What follows belongs to an exercise in optimizing a design on an open flow for small area, a short achievable clock period and few clock cycles; a production flow would make more cautious choices. At most, simulation tests tie the RTL to the original design; equivalence was not proved. No activity file was given, so power comes from the tool's default toggle rates.

## usb_app
module usb_app #(
   parameter int RAM_DEPTH = 256,
   parameter int WAIT_W    = 8
) (
   input  logic       clk_i,
   input  logic       rstn_i,
   input  logic [7:0] out_data_i,
   input  logic       out_valid_i,
   output logic       out_ready_o,
   output logic [7:0] in_data_o,
   output logic       in_valid_o,
   input  logic       in_ready_i
);
   logic        rst_meta;
   logic        rstn;
   logic        wait_set;
   logic [7:0]  wait_val;
   logic        paced;
   logic        wait_nz;
   logic        pace_free;
   logic        pace_near_free;
   logic        pcrc_en, pcrc_init, pcrc_upd, pcrc_load;
   logic [7:0]  pcrc_data;
   logic [31:0] pcrc;
   logic        gcrc_en, gcrc_init, gcrc_upd, gcrc_load;
   logic [7:0]  gcrc_data;
   logic [31:0] gcrc_load_val;
   logic [31:0] gcrc;
   logic        lfsr_load, lfsr_step;
   logic [23:0] lfsr_load_val;
   logic [23:0] lfsr;
   logic        set_addr, zero_addr;
   logic [7:0]  set_val;
   logic        wr_en, wr_cont, wr_ok, wr_idle;
   logic [7:0]  wr_data;
   logic        rd_start, rd_take, rd_ok;
   logic [7:0]  rd_data;
   always_ff @(posedge clk_i or negedge rstn_i) begin
      if (!rstn_i) begin
         rst_meta <= 1'b0;
         rstn     <= 1'b0;
      end else begin
         rst_meta <= 1'b1;
         rstn     <= rst_meta;
      end
   end
   app_ctrl u_ctrl (
      .clk_i, .rstn,
      .out_data_i, .out_valid_i, .out_ready_o,
  ...
For scale: ~4600 cells after synthesis, ~2400 flip-flops.
Settings: LEC_CHECK=0, ABC_CLOCK_PERIOD_IN_PS=2400, CAP_MARGIN=20, CORE_MARGIN=2, CORE_UTILIZATION=50, CTS_CLUSTER_DIAMETER=60, CTS_CLUSTER_SIZE=25, SETUP_SLACK_MARGIN=2.6, SLEW_MARGIN=20; clock period 5.0 ns.
run.sh (not shown) runs the stock make flow with config.mk's settings and CLKGATE_MAP_FILE= SYNTH_SCRIPT=/design/flow/synth_recipe.tcl, a recipe that flattens the netlist after the stock synthesis.
Next try:
--- a/flow/design.v
+++ b/flow/design.v
@@ -166,37 +166,46 @@
    logic             w_en;
    logic [7:0]       wd;
    logic [7:0]       rd_off;        
    logic [7:0]       tap [NT];
    assign wr_idle_o = ~|dl_v;
    assign wr_ok_o   = wr_idle_o | wr_cont_i;
    assign wd   = apos - 8'd2;
-   assign w_en = dl_v[w_s];
-   assign w_d  = dl_data[w_s];
+   logic [SW-1:0] s_n;
+   logic          we_q;
+   logic [7:0]    wdat_q;
+   logic [KW-1:0] wk_q;
+   assign s_n  = wr_idle_o ? wd[SW-1:0] : w_s;
+   assign w_en = we_q;
+   assign w_d  = wdat_q;
    always_ff @(posedge clk_i or negedge rstn) begin
       if (!rstn) begin
          ph     <= '0;
          apos   <= '0;
          aset_q <= 1'b0;
          dl_v   <= '0;
+         we_q   <= 1'b0;
       end else begin
          ph     <= ph + 1'b1;
          aset_q <= set_addr_i;
          if (aset_q)           apos <= aval_q - ph - 8'd1;
          else if (wr_en_i)     apos <= apos;
          else if (zero_addr_i) apos <= ~ph;
          else                  apos <= apos - 8'd1;
          for (int j = TAP_P - 1; j > 0; j--) begin
             dl_v[j] <= dl_v[j-1] & (w_s != SW'(j - 1));
          end
          dl_v[0] <= wr_en_i;
+         we_q    <= (s_n == '0) ? wr_en_i : dl_v[s_n - 1'b1];
       end
    end
    always_ff @(posedge clk_i) begin
       if (set_addr_i) aval_q <= set_val_i;
+      wdat_q <= (s_n == '0) ? wr_data_i : dl_data[s_n - 1'b1];
+      wk_q   <= wr_idle_o ? wd[7:SW] : w_k;
       if (wr_idle_o) begin
          w_s <= wd[SW-1:0];
          w_k <= wd[7:SW];
       end
       if (rd_start_i)      rd_off <= apos - 8'd1;
       else if (!rd_take_i) rd_off <= rd_off - 8'd1;
       dl_data[0] <= wr_data_i;
@@ -204,15 +213,15 @@
          dl_data[j] <= dl_data[j-1];
       end
    end
    logic [2047:0] ring_d;
    always_comb begin
       ring_d = {ring[7:0], ring[2047:8]};
       for (int k = 0; k < NT; k++) begin
-         if (w_en && w_k == KW'(k)) ring_d[k*TAP_P*8 +: 8] = w_d;
+         if (w_en && wk_q == KW'(k)) ring_d[k*TAP_P*8 +: 8] = w_d;
       end
    end
    always_ff @(posedge clk_i) begin
       ring <= ring_d;
    end
    always_comb begin
       for (int k = 0; k < NT; k++) begin
@@ -267,14 +276,15 @@
    input  logic        rd_ok_i,
    input  logic [7:0]  rd_data_i
 );
    logic        rdy_q;
    logic        sk_v_q;
    logic [7:0]  sk_d_q;
    logic        sk_six_q;
+   logic        sk_vb_q;              
    logic        ov_q, tv_q;           
    logic        ovo_q, rdyo_q;        
    logic [7:0]  odo_q;                
    logic [7:0]  od_q, td_q;
    logic        op_q, tp_q;           
    logic        pL_q, pC_q, pA0_q, pA1_q, pA2_q, pD_q, pW_q;
    logic        cIN_q, cOUT_q, cADDR_q, cLW_q, cRR_q;
@@ -299,19 +309,19 @@
    logic [6:0]  in_dec;
    logic [6:0]  b_dec;
    function automatic logic [6:0] decode(input logic [7:0] x);
       decode = {x == 8'h08, x == 8'h05, x == 8'h04, x == 8'h03, x == 8'h02, x == 8'h01, x == 8'h00};
    endfunction
    assign hs_out = out_valid_i & rdy_q;
    assign b_v    = sk_v_q | hs_out;
-   assign b      = sk_v_q ? sk_d_q : out_data_i;
+   assign b      = sk_vb_q ? sk_d_q : out_data_i;
    assign in_dec = decode(out_data_i);
-   assign b_dec  = sk_v_q ? sk_dec_q : in_dec;
+   assign b_dec  = sk_vb_q ? sk_dec_q : in_dec;
    assign b_zero = b_dec[0];
-   assign b_six  = sk_v_q ? sk_six_q : (out_data_i == 8'h06);
+   assign b_six  = sk_vb_q ? sk_six_q : (out_data_i == 8'h06);
    logic in_take;
    logic ofree;         
    logic g_ready;       
    logic byp_ok;        
    logic slot_busy;     
    logic rread_busy;
    logic echo_ok;
@@ -429,15 +439,17 @@
       end
    end
    always_ff @(posedge clk_i) begin
       if (!rstn) begin
          ovo_q  <= 1'b0;
          rdyo_q <= 1'b0;
          odo_q  <= '0;
+         sk_vb_q <= 1'b0;
       end else begin
+         sk_vb_q <= sk_v_d;
          odo_q  <= omove ? (tv_q ? td_q : onext) : od_q;
          rdyo_q <= ~sk_v_d & pace_free_i;
          ovo_q  <= (ov_q & ~in_ready_i) | tv_q | oload;
       end
    end
    always_ff @(posedge clk_i) begin
       if (!sk_v_q) begin
Result:
- setup slack degrades by 0.21 ns
- total power grows by 20%
- synthesized area grows by 1.1%
- count of clock-buffer cells in the layout rises by 3
- final area went up by 1.2%
- critical path depth increases by 4
- die area rises by 1.1%
- cell count rose by 1.4%
- via count increases by 0.95%
No run of this note included a check of the RTL's function; only the layout flow was run.


Another version of the RTL of usb_app (not shown whole).
Size: ~4400 cells after synthesis, roughly 2400 flip-flops, ~65000 um2 of cells after synthesis.
clock: 5.0 ns
lec_check: 0
abc_clock_period_in_ps: 2400
cap_margin: 20
core_margin: 2
core_utilization: 50
cts_cluster_diameter: 60
cts_cluster_size: 25
setup_slack_margin: 2.6
slew_margin: 20
Next try:
--- a/flow/design.v
+++ b/flow/design.v
@@ -442,21 +442,21 @@
    assign wr_cont_o   = lb_q;
    assign set_addr_o  = tA0 & cADDR_q;
    assign set_val_o   = b;
    assign zero_addr_o = st_RR;
    assign paced_o    = (in_take & op_q) | (hs_out & pD_q & ~sk_v_q);
    assign wait_set_o = tW;
    assign wait_val_o = b;
    logic p_init;
    assign p_init      = pA2_q & cOUT_q & ~(sl_v_q & sWD_q & slot_busy);
    assign pcrc_en_o   = p_init | pv_q;
-   assign pcrc_init_o = p_init;
+   assign pcrc_init_o = 1'b0;          
    assign pcrc_upd_o  = pv_q;
    assign pcrc_data_o = pd_q;
    assign out_ready_o = rdyo_q;
    assign in_valid_o  = ovo_q;
    assign in_data_o   = odo_q;
    logic sk_v_d;
    logic omove;
    assign sk_v_d = b_v & ~take;
    assign omove  = ~ov_q | in_take;
    always_ff @(posedge clk_i or negedge rstn) begin
@@ -561,23 +561,23 @@
       if (sl_fill) begin
          sIN_q <= pA2_q & cIN_q;
          sLD_q <= pA2_q & cLW_q;
          sRR_q <= pA2_q & cRR_q;
          sLR_q <= pC_q;
          sWD_q <= pD_q;
       end
       if (st_LR || st_WD) gidx_q <= 2'd1;
       if (st_IN)          gidx_q <= 2'd0;
       if (run_wd)         gidx_q <= gidx_q + 1'b1;
-      if (st_IN || st_RR) begin
+      if (gI_q) begin
          gcnt_q  <= gj_arg;
-         glast_q <= st_IN ? (gj_arg == 24'd1) : (gj_arg == 24'd0);
+         glast_q <= (sl_v_q ? sIN_q : pA2_q & cIN_q) ? (gj_arg == 24'd1) : (gj_arg == 24'd0);
       end
       if (run_in || rd_iss) begin
          gcnt_q  <= dec24(gcnt_q);
          glast_q <= run_in ? (gcnt_q == 24'd2) : (gcnt_q == 24'd1);
       end
       if (st_RR)       rdone_q <= 1'b0;
       else if (rd_iss) rdone_q <= glast_q;
       if (rd_iss)      rdat_q  <= rd_data_i;
    end
 endmodule
The new run completed with no timing, DRC or antenna violations.
Critical path depth rose by 1.
Register-to-register slack gains 0.32 ns.
Routed wire length fell by 5.0%.
Power fell by 1.6%.
Clock power stays flat.
Setup slack gains 0.22 ns.
Global-route usage fell by 0.80 points.
Synthesized area fell by about 1%.
Via count fell by about 3.6%.
Testbench counts after the change, summed over its fixed seeds: cycles 7,044.
For the first run of this note, only the layout was checked, not whether the RTL still works.


harbor:
Another version of the RTL of usb_app (not shown whole).
Size in the first run: roughly 4,500 cells after synthesis, ~65,000 um^2 of cells after synthesis.
==> flow/config.mk <==
export PLATFORM = sky130hd
export DESIGN_NAME = usb_app
export DESIGN_NICKNAME = usb_app
export VERILOG_FILES = /design/flow/design.v
export SDC_FILE = /design/flow/constraint.sdc
export NUM_CORES = 4
export LEC_CHECK = 0
export ABC_CLOCK_PERIOD_IN_PS = 2400
export CAP_MARGIN = 20
export CORE_MARGIN = 2
export CORE_UTILIZATION = 50
export CTS_CLUSTER_DIAMETER = 60
export CTS_CLUSTER_SIZE = 25
export SETUP_SLACK_MARGIN = 2.6
export SLEW_MARGIN = 20
==> flow/constraint.sdc <==
create_clock -name core_clock -period 5.0 [get_ports {clk_i}]
set_input_delay 1.0000 -clock core_clock [delete_from_list [all_inputs] [get_ports {clk_i}]]
set_output_delay 1.0000 -clock core_clock [all_outputs]
set_load 0.01 [all_outputs]
harbor did not stop at any stage, and its layout met the timing, design-rule and antenna checks.
Edits applied to the flow inputs when going from harbor to umber:
-- flow/design.v --
<<< harbor, line 175
   assign wr_ok_o   = wr_idle_o | wr_cont_i;
   assign wd   = apos - 8'd2;
   logic [SW-1:0] s_n;
   logic          we_q;
   logic [7:0]    wdat_q;
   logic [KW-1:0] wk_q;
   assign s_n  = wr_idle_o ? wd[SW-1:0] : w_s;
   assign w_en = we_q;
   assign w_d  = wdat_q;
>>> umber, line 175
   assign wr_ok_o   = wr_idle_o | wr_cont_i;
   assign wd   = apos - 8'd2;
   logic          sel0;
   logic [SW-1:0] w_sm1;
   logic          we_q;
   logic [7:0]    wdat_q;
   logic [KW-1:0] wk_q;
   assign sel0  = wr_idle_o ? (apos[SW-1:0] == SW'(2)) : (w_s == '0);
   assign w_sm1 = w_s - 1'b1;
   assign w_en = we_q;
   assign w_d  = wdat_q;
<<< harbor, line 200
         end
         dl_v[0] <= wr_en_i;
         we_q    <= (s_n == '0) ? wr_en_i : dl_v[s_n - 1'b1];
      end
   end
>>> umber, line 202
         end
         dl_v[0] <= wr_en_i;
         we_q    <= sel0 ? wr_en_i : (~wr_idle_o & dl_v[w_sm1]);
      end
   end
<<< harbor, line 210
   always_ff @(posedge clk_i) begin
      if (set_addr_i) aval_q <= set_val_i;
      wdat_q <= (s_n == '0) ? wr_data_i : dl_data[s_n - 1'b1];
      wk_q   <= wr_idle_o ? wd[7:SW] : w_k;
      if (wr_idle_o) begin
>>> umber, line 212
   always_ff @(posedge clk_i) begin
      if (set_addr_i) aval_q <= set_val_i;
      wdat_q <= sel0 ? wr_data_i : dl_data[w_sm1];
      wk_q   <= wr_idle_o ? wd[7:SW] : w_k;
      if (wr_idle_o) begin
<<< harbor, line 322
   logic        rdone_q;              
   logic [1:0]  gidx_q;
   logic        hs_out;
   logic        b_v;
>>> umber, line 324
   logic        rdone_q;              
   logic [1:0]  gidx_q;
   function automatic logic [23:0] dec24(input logic [23:0] x);
      dec24[11:0]  = x[11:0] - 1'b1;
      dec24[23:12] = (x[11:0] == 12'd0) ? x[23:12] - 1'b1 : x[23:12];
   endfunction
   logic        hs_out;
   logic        b_v;
<<< harbor, line 520
      end
      if (tD) begin
         arg_q      <= arg_q - 1'b1;
         arg_last_q <= (arg_q == 24'd1);
      end
>>> umber, line 526
      end
      if (tD) begin
         arg_q      <= dec24(arg_q);
         arg_last_q <= (arg_q == 24'd1);
      end
<<< harbor, line 557
      end
      if (run_in || rd_iss) begin
         gcnt_q  <= gcnt_q - 1'b1;
         glast_q <= run_in ? (gcnt_q == 24'd2) : (gcnt_q == 24'd1);
      end
>>> umber, line 563
      end
      if (run_in || rd_iss) begin
         gcnt_q  <= dec24(gcnt_q);
         glast_q <= run_in ? (gcnt_q == 24'd2) : (gcnt_q == 24'd1);
      end
==> run notes <==
harbor -> umber: detailed route wirelength on metal2 decreased by a few percent. Per the comparison of umber with harbor, met2 capacity usage during global routing down 1.1 points, post-placement worst setup slack down 54 ps. In the reports for harbor and umber, the smaller final area belongs to umber. Across both runs, number of gates on the worst path with buffers counted was lower for umber than for harbor. | synthesized cell area | higher: harbor |.
Testbench counts of umber, summed over its fixed seeds: cycles 7,021.
For harbor, only the layout was checked, not whether the RTL still works.

-- static timing again, ports no longer ideal --
Ports are ideal in the flow. The routed layouts listed here were re-timed in OpenROAD.
Step 1 sets driving cells, clkbuf_16 on the clock port and buf_2 on the other inputs (assumed; they add their load-dependent delay and slew).
Step 2 times the ports against the registers' clock, not the clock port: input delays grow and output delays shrink by t, the midpoint of the rising clock arrivals with the driver on.
Slacks: no drivers / after step 1 / after step 2; pairs: no drivers / after step 1.
| run | t, ns | slack for setup (ns) | worst setup path at the end | worst data-port slew with drivers (ns) |
|---|---|---|---|---|
| the first run of note 1 | 0.847 | 2.454 / 2.454 / 1.823 | input to register | 0.03 |
| the second run of note 1 | 0.859 | 2.247 / 2.247 / 1.814 | input to register | 0.03 |
| the first run of note 2 | 0.851 | 2.251 / 2.251 / 1.728 | input to register | 0.05 |
| the second run of note 2 | 0.833 | 2.471 / 2.498 / 1.664 | input to register | 0.05 |
| harbor | 0.843 | 2.173 / 2.173 / 1.809 | input to register | 0.05 |
| umber | 0.853 | 2.424 / 2.424 / 1.817 | input to register | 0.04 |
After both steps every run listed still meets setup and hold. For the second run of note 2, which loses most, drivers alone change the setup slack by +0.027 ns; drivers and shift together by -0.807 ns.
